Source: an optimization exercise on an open RTL-to-GDS flow (aim: small area and a short achievable clock period). Production flows keep margins and buffers that such runs may drop.

==> inputs of run a <==
==> flow/design.v <==
`default_nettype none
package tla_pkg;
    localparam int LINE_CAPACITY_DEF = 256;
    localparam int APB_ADDR_W = 3;
    localparam int APB_DATA_W = 32;
    localparam logic REG_ECHO_ENABLE = 1'b0;
    localparam logic REG_ECHO_HIDDEN = 1'b1;
    localparam logic CMD_RECEIVE = 1'b0;
    localparam logic CMD_READ    = 1'b1;
    localparam logic [1:0] KIND_ECHO = 2'd0;
    localparam logic [1:0] KIND_LINE = 2'd1;
    localparam logic [1:0] KIND_READ = 2'd2;
    localparam logic [7:0] BS_CODE    = 8'd8;
    localparam logic [7:0] DEL_CODE   = 8'd127;
    localparam logic [7:0] SPACE_CODE = 8'd32;
    localparam logic [7:0] NL_CODE    = 8'd10;
    typedef struct packed {
        logic       cmd;
        logic [7:0] data_byte;
        logic [7:0] read_index;
    } req_item_t;
    typedef struct packed {
        logic [1:0] kind;
        logic [7:0] value;
        logic [7:0] line_length;
        logic       last;
    } rsp_item_t;
    typedef struct packed {
        logic echo_enable;
        logic echo_hidden;
    } cfg_t;
endpackage
`default_nettype wire
`default_nettype none
module tla_store #(
    parameter int INC = 1
) (
    input  wire logic        clk,
    input  wire logic        rst_n,
    output      logic [7:0]  head,
    input  wire logic        we,
    input  wire logic [7:0]  wdata,
    output      logic [7:0]  rdata
);
    logic [255:0][7:0] ring;
    logic [7:0]        head_reg;
    always_ff @(posedge clk or negedge rst_n)
    begin
        if (!rst_n)
            head_reg <= 8'd0;
        else
            head_reg <= head_reg + 8'(INC);
    end
    always_ff @(posedge clk)
    begin
        ring[254:0] <= ring[255:1];
        ring[255]   <= we ? wdata : ring[0];
    end
    assign head  = head_reg;
    assign rdata = ring[0];
endmodule
`default_nettype wire
`default_nettype none
module tla_regs (
    input  wire logic                                clk,
    input  wire logic                                rst_n,
    input  wire logic                                psel,
    input  wire logic                                penable,
    input  wire logic                                pwrite,
    input  wire logic [tla_pkg::APB_ADDR_W-1:0]      paddr,
    input  wire logic [tla_pkg::APB_DATA_W-1:0]      pwdata,
    output      logic [tla_pkg::APB_DATA_W-1:0]      prdata,
    output      logic                                pready,
    output      tla_pkg::cfg_t                       cfg
);
    logic echo_enable_reg;
    logic echo_hidden_reg;
    logic rd_bit_reg;
    logic wr_en;
    assign wr_en  = psel && penable && pwrite;
    assign pready = 1'b1;
    always_ff @(posedge clk or negedge rst_n)
    begin
        if (!rst_n)
        begin
            echo_enable_reg <= 1'b1;
            echo_hidden_reg <= 1'b0;
        end
        else if (wr_en)
        begin
            if (paddr[2])
                echo_hidden_reg <= pwdata[0];
            else
                echo_enable_reg <= pwdata[0];
        end
    end
    always_ff @(posedge clk)
    begin
        rd_bit_reg <= paddr[2] ? echo_hidden_reg : echo_enable_reg;
    end
    assign prdata = {31'd0, rd_bit_reg};
    assign cfg.echo_enable = echo_enable_reg;
    assign cfg.echo_hidden = echo_hidden_reg;
endmodule
`default_nettype wire
`default_nettype none
module tla_ctrl #(
    parameter int INC = 1
) (
    input  wire logic                 clk,
    input  wire logic                 rst_n,
    input  wire tla_pkg::cfg_t        cfg,
    input  wire logic                 req_valid,
    output      logic                 req_ready,
    input  wire tla_pkg::req_item_t   req,
    output      logic                 rsp_valid,
    input  wire logic                 rsp_ready,
    output      tla_pkg::rsp_item_t   rsp,
    input  wire logic [7:0]           head,
    output      logic                 mem_we,
    output      logic [7:0]           mem_wdata,
    input  wire logic [7:0]           mem_rdata
);
    logic               rdy_reg;         
    logic               prep_reg, mem_reg, out_reg;
    logic               wr_hit_reg, rd_hit_reg;
    logic [1:0]         step_reg;
    tla_pkg::req_item_t b_reg;
    logic [7:0]         pos_reg;
    logic               rsp_valid_reg;   
    logic               rsp_busy_reg;    
    tla_pkg::rsp_item_t rsp_reg;
    logic idle, accept;
    logic is_del, is_ctl, is_full, pos_zero;
    logic wr_beat, rd_beat, read_top, need_mem;
    logic [7:0] addr;
    logic match_next;
    logic seek;
    logic emit, done, none;
    logic rsp_load;
    tla_pkg::rsp_item_t cur_item;
    logic [7:0] pos_next;
    assign idle   = !(prep_reg || mem_reg || out_reg);
    assign accept = idle && req_valid;
    assign is_del   = (b_reg.data_byte == tla_pkg::BS_CODE) || (b_reg.data_byte == tla_pkg::DEL_CODE);
    assign is_ctl   = (b_reg.data_byte < tla_pkg::SPACE_CODE) && !is_del;
    assign is_full  = (pos_reg == 8'd254);
    assign pos_zero = (pos_reg == 8'd0);
    assign read_top = (b_reg.read_index == 8'd255);
    assign rd_beat  = b_reg.cmd;
    assign wr_beat  = !b_reg.cmd && !is_del;
    assign need_mem = rd_beat || wr_beat;
    assign addr       = b_reg.cmd ? b_reg.read_index : pos_reg;
    assign match_next = (addr == (head + 8'(INC)));
    assign seek       = prep_reg || (mem_reg && !wr_hit_reg && !rd_hit_reg);
    assign mem_we    = wr_hit_reg;
    assign mem_wdata = is_ctl ? 8'd0 : b_reg.data_byte;
    always_comb
    begin
        cur_item = '0;
        none     = 1'b0;
        if (is_del)
        begin
            none           = pos_zero || !cfg.echo_enable;
            cur_item.kind  = tla_pkg::KIND_ECHO;
            cur_item.value = (step_reg == 2'd1) ? tla_pkg::SPACE_CODE : tla_pkg::BS_CODE;
            cur_item.last  = (step_reg == 2'd2);
        end
        else if (is_ctl || is_full)
        begin
            if (cfg.echo_enable && (step_reg == 2'd0))
            begin
                cur_item.kind  = tla_pkg::KIND_ECHO;
                cur_item.value = tla_pkg::NL_CODE;
            end
            else
            begin
                cur_item.kind        = tla_pkg::KIND_LINE;
                cur_item.value       = is_ctl ? b_reg.data_byte : 8'd0;
                cur_item.line_length = is_ctl ? pos_reg : 8'd255;
                cur_item.last        = 1'b1;
            end
        end
        else
        begin
            none           = !cfg.echo_enable || cfg.echo_hidden;
            cur_item.kind  = tla_pkg::KIND_ECHO;
            cur_item.value = b_reg.data_byte;
            cur_item.last  = 1'b1;
        end
        if (b_reg.cmd)
        begin
            cur_item       = '0;
            cur_item.kind  = tla_pkg::KIND_READ;
            cur_item.value = read_top ? 8'd0 : mem_rdata;
            cur_item.last  = 1'b1;
        end
    end
    assign emit = ((mem_reg && wr_hit_reg) || out_reg) && !none && !rsp_busy_reg;
    assign done = (mem_reg && rd_hit_reg) ||
                  (((mem_reg && wr_hit_reg) || out_reg) && (none || (emit && cur_item.last)));
    assign rsp_load = emit || (mem_reg && rd_hit_reg);
    always_comb
    begin
        if (b_reg.cmd)
            pos_next = pos_reg;
        else if (is_del)
            pos_next = pos_zero ? pos_reg : pos_reg - 8'd1;
        else if (is_ctl || is_full)
            pos_next = 8'd0;
        else
            pos_next = pos_reg + 8'd1;
    end
    always_ff @(posedge clk or negedge rst_n)
    begin
        if (!rst_n)
        begin
            rdy_reg       <= 1'b1;
            prep_reg      <= 1'b0;
            mem_reg       <= 1'b0;
            out_reg       <= 1'b0;
            wr_hit_reg    <= 1'b0;
            rd_hit_reg    <= 1'b0;
            pos_reg       <= 8'd0;
            rsp_valid_reg <= 1'b0;
            rsp_busy_reg  <= 1'b0;
        end
        else
        begin
            rdy_reg    <= (idle && !req_valid) || done;
            prep_reg   <= accept;
            mem_reg    <= (prep_reg && need_mem) || (mem_reg && !wr_hit_reg && !rd_hit_reg);
            out_reg    <= (prep_reg && !need_mem) || (mem_reg && wr_hit_reg && !done) || (out_reg && !done);
            wr_hit_reg <= seek && wr_beat && match_next;
            rd_hit_reg <= seek && rd_beat && !rsp_busy_reg && (read_top || match_next);
            if (done)
                pos_reg <= pos_next;
            rsp_valid_reg <= rsp_load || (rsp_valid_reg && !rsp_ready);
            rsp_busy_reg  <= rsp_load || (rsp_busy_reg && !rsp_ready);
        end
    end
    always_ff @(posedge clk)
    begin
        if (idle)
            b_reg <= req;
        if (accept)
            step_reg <= 2'd0;
        else if (emit)
            step_reg <= step_reg + 2'd1;
        if (!rsp_busy_reg)
            rsp_reg <= cur_item;
    end
    assign req_ready = rdy_reg;
    assign rsp_valid = rsp_valid_reg;
    assign rsp       = rsp_reg;
endmodule
`default_nettype wire
`default_nettype none
module terminal_line_assembler #(
    parameter int LINE_CAPACITY = tla_pkg::LINE_CAPACITY_DEF
) (
    input  wire logic                            clk,
    input  wire logic                            rst_n,
    input  wire logic                            req_valid,
    output      logic                            req_ready,
    input  wire logic [16:0]                     req,
    output      logic                            rsp_valid,
    input  wire logic                            rsp_ready,
    output      logic [18:0]                     rsp,
    input  wire logic                            psel,
    input  wire logic                            penable,
    input  wire logic                            pwrite,
    input  wire logic [tla_pkg::APB_ADDR_W-1:0]  paddr,
    input  wire logic [tla_pkg::APB_DATA_W-1:0]  pwdata,
    output      logic [tla_pkg::APB_DATA_W-1:0]  prdata,
    output      logic                            pready
);
    localparam int INC = 171;
    tla_pkg::cfg_t cfg;
    logic [7:0]    head;
    logic          mem_we;
    logic [7:0]    mem_wdata;
    logic [7:0]    mem_rdata;
    tla_regs u_regs (
        .clk     (clk),
        .rst_n   (rst_n),
        .psel    (psel),
        .penable (penable),
        .pwrite  (pwrite),
        .paddr   (paddr),
        .pwdata  (pwdata),
        .prdata  (prdata),
        .pready  (pready),
        .cfg     (cfg)
    );
    tla_ctrl #(
        .INC (INC)
    ) u_ctrl (
        .clk       (clk),
        .rst_n     (rst_n),
        .cfg       (cfg),
        .req_valid (req_valid),
        .req_ready (req_ready),
        .req       (req),
        .rsp_valid (rsp_valid),
        .rsp_ready (rsp_ready),
        .rsp       (rsp),
        .head      (head),
        .mem_we    (mem_we),
        .mem_wdata (mem_wdata),
        .mem_rdata (mem_rdata)
    );
    tla_store #(
        .INC (INC)
    ) u_store (
        .clk   (clk),
        .rst_n (rst_n),
        .head  (head),
        .we    (mem_we),
        .wdata (mem_wdata),
        .rdata (mem_rdata)
    );
endmodule
`default_nettype wire
==> flow/run.sh <==
#!/bin/bash
# synth_recipe.tcl (not shown) runs the flow's synth.tcl, then flattens the netlist and writes it again
# the make line also repeats each setting of config.mk as NAME=value (left out here)
make -C /OpenROAD-flow-scripts/flow DESIGN_CONFIG=/design/flow/config.mk WORK_HOME=/design/flow/orfs CLKGATE_MAP_FILE= SYNTH_SCRIPT=/design/flow/synth_recipe.tcl finish
==> flow/config.mk <==
export PLATFORM = sky130hd
export DESIGN_NAME = terminal_line_assembler
export DESIGN_NICKNAME = terminal_line_assembler
export VERILOG_FILES = /design/flow/design.v
export SDC_FILE = /design/flow/constraint.sdc
export NUM_CORES = 4
export LEC_CHECK = 0
export CAP_MARGIN = 20
export CORE_MARGIN = 2
export CORE_UTILIZATION = 45
export CTS_BUF_LIST = sky130_fd_sc_hd__clkbuf_8
export CTS_CLUSTER_DIAMETER = 60
export CTS_CLUSTER_SIZE = 20
export PLACE_DENSITY = 0.6
export SETUP_SLACK_MARGIN = 2.8
export SLEW_MARGIN = 20
==> flow/constraint.sdc <==
create_clock -name core_clock -period 5.0 [get_ports {clk}]
set_input_delay 1.0000 -clock core_clock [delete_from_list [all_inputs] [get_ports {clk}]]
set_output_delay 1.0000 -clock core_clock [all_outputs]
set_load 0.01 [all_outputs]
==> inputs of run b, as changes to run a <==
--- a/flow/design.v
+++ b/flow/design.v
@@ -39,3 +39,3 @@
     input  wire logic        rst_n,
-    output      logic [7:0]  head,
+    output      logic [7:0]  head_next,
     input  wire logic        we,
@@ -45,3 +45,3 @@
     logic [255:0][7:0] ring;
-    logic [7:0]        head_reg;
+    logic [7:0]        head_next_reg;
     always_ff @(posedge clk or negedge rst_n)
@@ -49,5 +49,5 @@
         if (!rst_n)
-            head_reg <= 8'd0;
+            head_next_reg <= 8'd0;
         else
-            head_reg <= head_reg + 8'(INC);
+            head_next_reg <= head_next_reg + 8'(INC);
     end
@@ -58,4 +58,4 @@
     end
-    assign head  = head_reg;
-    assign rdata = ring[0];
+    assign head_next = head_next_reg;
+    assign rdata     = ring[0];
 endmodule
@@ -106,5 +106,3 @@
 `default_nettype none
-module tla_ctrl #(
-    parameter int INC = 1
-) (
+module tla_ctrl (
     input  wire logic                 clk,
@@ -118,3 +116,3 @@
     output      tla_pkg::rsp_item_t   rsp,
-    input  wire logic [7:0]           head,
+    input  wire logic [7:0]           head_next,
     output      logic                 mem_we,
@@ -128,9 +126,11 @@
     tla_pkg::req_item_t b_reg;
+    logic               del_reg, ctl_reg;    
     logic [7:0]         pos_reg;
-    logic               rsp_valid_reg;   
-    logic               rsp_busy_reg;    
+    logic               zero_reg, full_reg;  
+    logic               rsp_valid_reg;       
+    logic               rsp_busy_reg;        
     tla_pkg::rsp_item_t rsp_reg;
     logic idle, accept;
-    logic is_del, is_ctl, is_full, pos_zero;
-    logic wr_beat, rd_beat, read_top, need_mem;
+    logic req_del, req_ctl;
+    logic wr_beat, rd_beat, need_mem, read_top, is_line;
     logic [7:0] addr;
@@ -143,16 +143,15 @@
     assign idle   = !(prep_reg || mem_reg || out_reg);
-    assign accept = idle && req_valid;
-    assign is_del   = (b_reg.data_byte == tla_pkg::BS_CODE) || (b_reg.data_byte == tla_pkg::DEL_CODE);
-    assign is_ctl   = (b_reg.data_byte < tla_pkg::SPACE_CODE) && !is_del;
-    assign is_full  = (pos_reg == 8'd254);
-    assign pos_zero = (pos_reg == 8'd0);
+    assign accept = rdy_reg && req_valid;
+    assign req_del = (req.data_byte == tla_pkg::BS_CODE) || (req.data_byte == tla_pkg::DEL_CODE);
+    assign req_ctl = (req.data_byte < tla_pkg::SPACE_CODE) && !req_del;
     assign read_top = (b_reg.read_index == 8'd255);
     assign rd_beat  = b_reg.cmd;
-    assign wr_beat  = !b_reg.cmd && !is_del;
+    assign wr_beat  = !b_reg.cmd && !del_reg;
     assign need_mem = rd_beat || wr_beat;
+    assign is_line  = ctl_reg || full_reg;
     assign addr       = b_reg.cmd ? b_reg.read_index : pos_reg;
-    assign match_next = (addr == (head + 8'(INC)));
+    assign match_next = (addr == head_next);
     assign seek       = prep_reg || (mem_reg && !wr_hit_reg && !rd_hit_reg);
     assign mem_we    = wr_hit_reg;
-    assign mem_wdata = is_ctl ? 8'd0 : b_reg.data_byte;
+    assign mem_wdata = ctl_reg ? 8'd0 : b_reg.data_byte;
     always_comb
@@ -161,5 +160,11 @@
         none     = 1'b0;
-        if (is_del)
+        if (b_reg.cmd)
+        begin
+            cur_item.kind  = tla_pkg::KIND_READ;
+            cur_item.value = read_top ? 8'd0 : mem_rdata;
+            cur_item.last  = 1'b1;
+        end
+        else if (del_reg)
         begin
-            none           = pos_zero || !cfg.echo_enable;
+            none           = zero_reg || !cfg.echo_enable;
             cur_item.kind  = tla_pkg::KIND_ECHO;
@@ -168,3 +173,3 @@
         end
-        else if (is_ctl || is_full)
+        else if (is_line)
         begin
@@ -178,4 +183,4 @@
                 cur_item.kind        = tla_pkg::KIND_LINE;
-                cur_item.value       = is_ctl ? b_reg.data_byte : 8'd0;
-                cur_item.line_length = is_ctl ? pos_reg : 8'd255;
+                cur_item.value       = ctl_reg ? b_reg.data_byte : 8'd0;
+                cur_item.line_length = ctl_reg ? pos_reg : 8'd255;
                 cur_item.last        = 1'b1;
@@ -190,9 +195,2 @@
         end
-        if (b_reg.cmd)
-        begin
-            cur_item       = '0;
-            cur_item.kind  = tla_pkg::KIND_READ;
-            cur_item.value = read_top ? 8'd0 : mem_rdata;
-            cur_item.last  = 1'b1;
-        end
     end
@@ -206,5 +204,5 @@
             pos_next = pos_reg;
-        else if (is_del)
-            pos_next = pos_zero ? pos_reg : pos_reg - 8'd1;
-        else if (is_ctl || is_full)
+        else if (del_reg)
+            pos_next = zero_reg ? pos_reg : pos_reg - 8'd1;
+        else if (is_line)
             pos_next = 8'd0;
@@ -217,3 +215,3 @@
         begin
-            rdy_reg       <= 1'b1;
+            rdy_reg       <= 1'b0;
             prep_reg      <= 1'b0;
@@ -229,3 +227,3 @@
         begin
-            rdy_reg    <= (idle && !req_valid) || done;
+            rdy_reg    <= (idle && !accept) || done;
             prep_reg   <= accept;
@@ -244,3 +242,9 @@
         if (idle)
-            b_reg <= req;
+        begin
+            b_reg   <= req;
+            del_reg <= req_del;
+            ctl_reg <= req_ctl;
+        end
+        zero_reg <= (pos_reg == 8'd0);
+        full_reg <= (pos_reg == 8'd254);
         if (accept)
@@ -279,3 +283,3 @@
     tla_pkg::cfg_t cfg;
-    logic [7:0]    head;
+    logic [7:0]    head_next;
     logic          mem_we;
@@ -295,5 +299,3 @@
     );
-    tla_ctrl #(
-        .INC (INC)
-    ) u_ctrl (
+    tla_ctrl u_ctrl (
         .clk       (clk),
@@ -307,3 +309,3 @@
         .rsp       (rsp),
-        .head      (head),
+        .head_next (head_next),
         .mem_we    (mem_we),
@@ -317,3 +319,3 @@
         .rst_n (rst_n),
-        .head  (head),
+        .head_next (head_next),
         .we    (mem_we),
--- a/flow/config.mk
+++ b/flow/config.mk
@@ -9,3 +9,3 @@
 export CORE_MARGIN = 2
-export CORE_UTILIZATION = 45
+export CORE_UTILIZATION = 65
 export CTS_BUF_LIST = sky130_fd_sc_hd__clkbuf_8
@@ -13,4 +13,4 @@
 export CTS_CLUSTER_SIZE = 20
-export PLACE_DENSITY = 0.6
-export SETUP_SLACK_MARGIN = 2.8
+export PLACE_DENSITY = 0.75
+export SETUP_SLACK_MARGIN = 2.5
 export SLEW_MARGIN = 20
==> results_dict.tcl <==
set metrics [dict create \
    status "no timing/DRC/antenna violations" \
    swShare_pct 20.0 \
    yosysTopAreaCellShare_pct 91.9 \
    drive_above_1_share_pct 10.2 \
    fin_util_pct 49.8 \
    path_depth 8 \
    fillers 7970 \
]
Source of the figures above: run a

==> results_dict.tcl <==
set metrics [dict create \
    yosysTopAreaCellShare_pct 92.0 \
    p_switching_mw 5.12 \
    fillers 4034 \
    cts_hold_buffers 0 \
    fin_util_pct 70.1 \
    swShare_pct 20.6 \
    status "no timing/DRC/antenna violations" \
    drive_above_1_share_pct 6.28 \
    start_util_pct 65.3 \
]
Source of the figures above: run b

No functional check of the RTL was part of any run of this note.

-- re-timing with driven ports --
The results above use ideal ports. As a check the final layouts listed here were re-extracted and re-timed, cells and wires unchanged. Step 1: set_driving_cell puts a clkbuf_16 on clk and a buf_2 on each other input, an assumption about the parent block. Step 2, shift: input delay + t, output delay - t, t = (earliest + latest rising clock arrival at the registers) / 2. This alone moves slack from input paths to output paths. Slacks: ideal ports / drivers / drivers and shift; pairs: ideal ports / drivers.
run | t, ns | setup WS [ns] | clock arrival spread, ns | worst register clock-pin slew, ns | pins driven straight from the clock port
run a | 0.807 | 2.551 / 2.551 / 2.551 | 0.042 / 0.042 | 0.12 / 0.12 | 1
run b | 0.794 | 2.583 / 2.525 / 2.118 | 0.031 / 0.031 | 0.12 / 0.12 | 1
After both steps setup and hold are still met in every run listed. For run b, which loses most, drivers alone change the setup slack by -0.058 ns; drivers and shift together by -0.465 ns.
